This is an optimization exercise on Yosys and OpenROAD, whose aim is small area, a short achievable clock period and few clock cycles per item, not a production implementation. Where RTL was checked, it was by simulation tests only, not by an equivalence proof against the original.

== run 1 ==
==> module matmul_4x4_seq, before the edit <==
module matmul_4x4_seq #(
  parameter int w         = 32,
  parameter int WIDTH_OUT = 2*w+2
) (
  input  logic                        clk,
  input  logic                        rst_n,
  input  logic                        in_valid,
  output logic                        in_ready,
  input  logic signed [w-1:0]         in_data,
  output logic                        out_valid,
  input  logic                        out_ready,
  output logic signed [WIDTH_OUT-1:0] out_data,
  output logic                        out_last,
  output logic                        busy
);
  logic       in_ready_q, in_hs, out_hs;
  logic [4:0] ecnt_q, ecnt_d;            
  logic       drain_left;                
  logic       blk0, s0_free;             
  logic       out_valid_q, out_last_q, busy_q;
  logic [3:0] ocnt_q;                    
  logic        vs_q, vs_d;
  logic [4:0]  es_q;
  logic [31:0] ds_q;
  logic [31:0] d_in;
  logic [4:0]  e_in;
  logic        v0_q;
  logic [4:0]  e0_q;
  logic [31:0] d0_q;
  logic [15:0] neg0_q, one0_q, two0_q;   
  logic [15:0] neg_d, one_d, two_d;
  logic [32:0] bx;
  logic        v1_q, clr1_q, last1_q;
  logic [65:0] s1_q [4];
  logic [65:0] c1_q [4];
  logic [65:0] s_w [4];
  logic [65:0] c_w [4];
  logic [31:0] a_q [16];
  logic [65:0] c_q [4][4];
  logic [65:0] acc_in [4];
  logic [65:0] new_c [4];
  logic        a_en, c_en;
  assign in_hs  = in_valid && in_ready_q;
  assign out_hs = out_valid_q && out_ready;
  always_comb begin
    ecnt_d     = in_hs ? ecnt_q + 5'd1 : ecnt_q;
    drain_left = out_valid_q && !(out_hs && out_last_q);
    blk0       = v0_q && e0_q == 5'd16 && drain_left;
    s0_free    = !blk0;
    vs_d       = s0_free ? 1'b0 : (vs_q || in_hs);
    d_in       = vs_q ? ds_q : in_data;
    e_in       = vs_q ? es_q : ecnt_q;
  end
  always_ff @(posedge clk or negedge rst_n) begin
    if (!rst_n) begin
      in_ready_q  <= 1'b1;
      ecnt_q      <= '0;
      vs_q        <= 1'b0;
      v0_q        <= 1'b0;
      v1_q        <= 1'b0;
      out_valid_q <= 1'b0;
      out_last_q  <= 1'b0;
      ocnt_q      <= '0;
      busy_q      <= 1'b0;
    end else begin
      ecnt_q     <= ecnt_d;
      vs_q       <= vs_d;
      in_ready_q <= !vs_d;
      if (s0_free) v0_q <= vs_q || in_hs;
      v1_q       <= v0_q && s0_free && e0_q[4];
      if (in_hs && ecnt_q == 5'd31) busy_q <= 1'b1;
      else if (out_hs && out_last_q) busy_q <= 1'b0;
      if (v1_q && last1_q) begin
        out_valid_q <= 1'b1;
        out_last_q  <= 1'b0;
        ocnt_q      <= '0;
      end else if (out_hs) begin
        ocnt_q     <= ocnt_q + 4'd1;
        out_last_q <= (ocnt_q == 4'd14);
        if (out_last_q) out_valid_q <= 1'b0;
      end
    end
  end
  always_comb begin
    bx = {d_in, 1'b0};
    for (int j = 0; j < 16; j++) begin
      one_d[j] = bx[2*j+1] ^ bx[2*j];
      two_d[j] = (bx[2*j+2] & ~bx[2*j+1] & ~bx[2*j]) | (~bx[2*j+2] & bx[2*j+1] & bx[2*j]);
      neg_d[j] = bx[2*j+2] & ~(bx[2*j+1] & bx[2*j]);
    end
  end
  always_ff @(posedge clk) begin
    if (s0_free) begin
      e0_q   <= e_in;
      d0_q   <= d_in;
      neg0_q <= neg_d;
      one0_q <= one_d;
      two0_q <= two_d;
    end
    if (!s0_free && !vs_q) begin
      es_q <= ecnt_q;
      ds_q <= in_data;
    end
  end
  assign a_en = v0_q && s0_free && (!e0_q[4] || e0_q[1:0] == 2'd3);
  always_ff @(posedge clk) begin
    if (a_en) begin
      for (int p = 0; p < 15; p++) a_q[p] <= a_q[p+1];
      a_q[15] <= d0_q;
    end
  end
  for (genvar i = 0; i < 4; i++) begin : g_mul
    mm_mul_cs u_mul (
      .a   (a_q[4*i]),
      .neg (neg0_q),
      .one (one0_q),
      .two (two0_q),
      .s   (s_w[i]),
      .c   (c_w[i])
    );
  end
  always_ff @(posedge clk) begin
    clr1_q  <= (e0_q[3:2] == 2'd0);
    last1_q <= (e0_q == 5'd31);
    for (int i = 0; i < 4; i++) begin
      s1_q[i] <= s_w[i];
      c1_q[i] <= c_w[i];
    end
  end
  for (genvar i = 0; i < 4; i++) begin : g_acc
    assign acc_in[i] = clr1_q ? '0 : c_q[i][0];
    assign new_c[i]  = (acc_in[i] ^ s1_q[i] ^ c1_q[i]) +
                       {(acc_in[i][64:0] & s1_q[i][64:0]) | (acc_in[i][64:0] & c1_q[i][64:0]) |
                        (s1_q[i][64:0] & c1_q[i][64:0]), 1'b0};
  end
  assign c_en = v1_q || out_hs;
  always_ff @(posedge clk) begin
    if (c_en) begin
      for (int i = 0; i < 4; i++) begin
        for (int r = 0; r < 3; r++) c_q[i][r] <= c_q[i][r+1];
        if (v1_q)       c_q[i][3] <= new_c[i];
        else if (i < 3) c_q[i][3] <= c_q[(i+1)%4][0];
      end
    end
  end
  assign in_ready  = in_ready_q;
  assign out_valid = out_valid_q;
  assign out_data  = c_q[0][0];
  assign out_last  = out_last_q;
  assign busy      = busy_q;
endmodule
export LEC_CHECK = 0
export CAP_MARGIN = 20
export CORE_MARGIN = 2
export CORE_UTILIZATION = 40
export SLEW_MARGIN = 20
create_clock -name core_clock -period 12.0 [get_ports {clk}]
run.sh (not shown) runs the stock make flow with config.mk's settings and CLKGATE_MAP_FILE= SYNTH_SCRIPT=/design/flow/synth_recipe.tcl, a recipe that flattens the netlist after the stock synthesis.
Testbench counts of run 1, summed over its fixed seeds: cycles 2,192, jobs 64.
### run 1 -> run 2
--- a/flow/design.v
+++ b/flow/design.v
@@ -3228,21 +3228,15 @@
   output logic signed [WIDTH_OUT-1:0] out_data,
   output logic                        out_last,
   output logic                        busy
 );
   logic       in_ready_q, in_hs, out_hs;
   logic [4:0] ecnt_q, ecnt_d;            
-  logic       drain_left;                
-  logic       blk0, s0_free;             
+  logic       pend_q, pend_d;            
   logic       out_valid_q, out_last_q, busy_q;
   logic [3:0] ocnt_q;                    
-  logic        vs_q, vs_d;
-  logic [4:0]  es_q;
-  logic [31:0] ds_q;
-  logic [31:0] d_in;
-  logic [4:0]  e_in;
   logic        v0_q;
   logic [4:0]  e0_q;
   logic [31:0] d0_q;
   logic [15:0] neg0_q, one0_q, two0_q;   
   logic [15:0] neg_d, one_d, two_d;
   logic [32:0] bx;
@@ -3256,37 +3250,32 @@
   logic [65:0] acc_in [4];
   logic [65:0] new_c [4];
   logic        a_en, c_en;
   assign in_hs  = in_valid && in_ready_q;
   assign out_hs = out_valid_q && out_ready;
   always_comb begin
-    ecnt_d     = in_hs ? ecnt_q + 5'd1 : ecnt_q;
-    drain_left = out_valid_q && !(out_hs && out_last_q);
-    blk0       = v0_q && e0_q == 5'd16 && drain_left;
-    s0_free    = !blk0;
-    vs_d       = s0_free ? 1'b0 : (vs_q || in_hs);
-    d_in       = vs_q ? ds_q : in_data;
-    e_in       = vs_q ? es_q : ecnt_q;
+    ecnt_d = in_hs ? ecnt_q + 5'd1 : ecnt_q;
+    pend_d = (pend_q && !(out_hs && out_last_q)) || (in_hs && ecnt_q == 5'd16);
   end
   always_ff @(posedge clk or negedge rst_n) begin
     if (!rst_n) begin
       in_ready_q  <= 1'b1;
       ecnt_q      <= '0;
-      vs_q        <= 1'b0;
+      pend_q      <= 1'b0;
       v0_q        <= 1'b0;
       v1_q        <= 1'b0;
       out_valid_q <= 1'b0;
       out_last_q  <= 1'b0;
       ocnt_q      <= '0;
       busy_q      <= 1'b0;
     end else begin
       ecnt_q     <= ecnt_d;
-      vs_q       <= vs_d;
-      in_ready_q <= !vs_d;
-      if (s0_free) v0_q <= vs_q || in_hs;
-      v1_q       <= v0_q && s0_free && e0_q[4];
+      pend_q     <= pend_d;
+      in_ready_q <= (ecnt_d != 5'd16) || !pend_d;
+      v0_q       <= in_hs;
+      v1_q       <= v0_q && e0_q[4];
       if (in_hs && ecnt_q == 5'd31) busy_q <= 1'b1;
       else if (out_hs && out_last_q) busy_q <= 1'b0;
       if (v1_q && last1_q) begin
         out_valid_q <= 1'b1;
         out_last_q  <= 1'b0;
         ocnt_q      <= '0;
@@ -3295,33 +3284,27 @@
         out_last_q <= (ocnt_q == 4'd14);
         if (out_last_q) out_valid_q <= 1'b0;
       end
     end
   end
   always_comb begin
-    bx = {d_in, 1'b0};
+    bx = {in_data, 1'b0};
     for (int j = 0; j < 16; j++) begin
       one_d[j] = bx[2*j+1] ^ bx[2*j];
       two_d[j] = (bx[2*j+2] & ~bx[2*j+1] & ~bx[2*j]) | (~bx[2*j+2] & bx[2*j+1] & bx[2*j]);
       neg_d[j] = bx[2*j+2] & ~(bx[2*j+1] & bx[2*j]);
     end
   end
   always_ff @(posedge clk) begin
-    if (s0_free) begin
-      e0_q   <= e_in;
-      d0_q   <= d_in;
-      neg0_q <= neg_d;
-      one0_q <= one_d;
-      two0_q <= two_d;
-    end
-    if (!s0_free && !vs_q) begin
-      es_q <= ecnt_q;
-      ds_q <= in_data;
-    end
+    e0_q   <= ecnt_q;
+    d0_q   <= in_data;
+    neg0_q <= neg_d;
+    one0_q <= one_d;
+    two0_q <= two_d;
   end
-  assign a_en = v0_q && s0_free && (!e0_q[4] || e0_q[1:0] == 2'd3);
+  assign a_en = v0_q && (!e0_q[4] || e0_q[1:0] == 2'd3);
   always_ff @(posedge clk) begin
     if (a_en) begin
       for (int p = 0; p < 15; p++) a_q[p] <= a_q[p+1];
       a_q[15] <= d0_q;
     end
   end
--- outcome ---
Global-route wire length before repair was higher in run 1 than in run 2. When the final numbers for run 2 and run 1 were put side by side, the share of the cycle needed by the critical path after routing turned out to be greater in run 1. Going from run 1 to run 2, gate count of the mapped netlist moved down; layout overhead on the synthesized area shrank by 0.24 points; hold violation count in the final report shows no meaningful change. Compared with run 1, in run 2 worst hold slack shows a reduction of 0.0042 ns, share of layout cells above drive strength 1 shows no meaningful change, number of antenna violations at the first check in global routing shows a reduction of 7.
For run 2, only the layout was checked, not whether the RTL still works.

## what the ideal ports hide
In the flow no input, the clock included, has a driving cell. The finished layouts below were timed again as built, in two steps.
Step 1 assumes that a clkbuf_16 drives the clock port and a buf_2 every other input.
Step 2, shift: input delay + t, output delay - t, t = (earliest + latest rising clock arrival at the registers) / 2. This alone moves slack from input paths to output paths.
Slacks: ideal / step 1 / step 2; pairs: ideal / step 1.
run	shift t [ns]	setup WS [ns]	worst slew at a driven data input, ns
run 1	1.085	5.479 / 5.479 / 5.479	0.14
run 2	1.086	5.660 / 5.660 / 5.660	0.15
After both steps setup and hold are still met in every run listed.
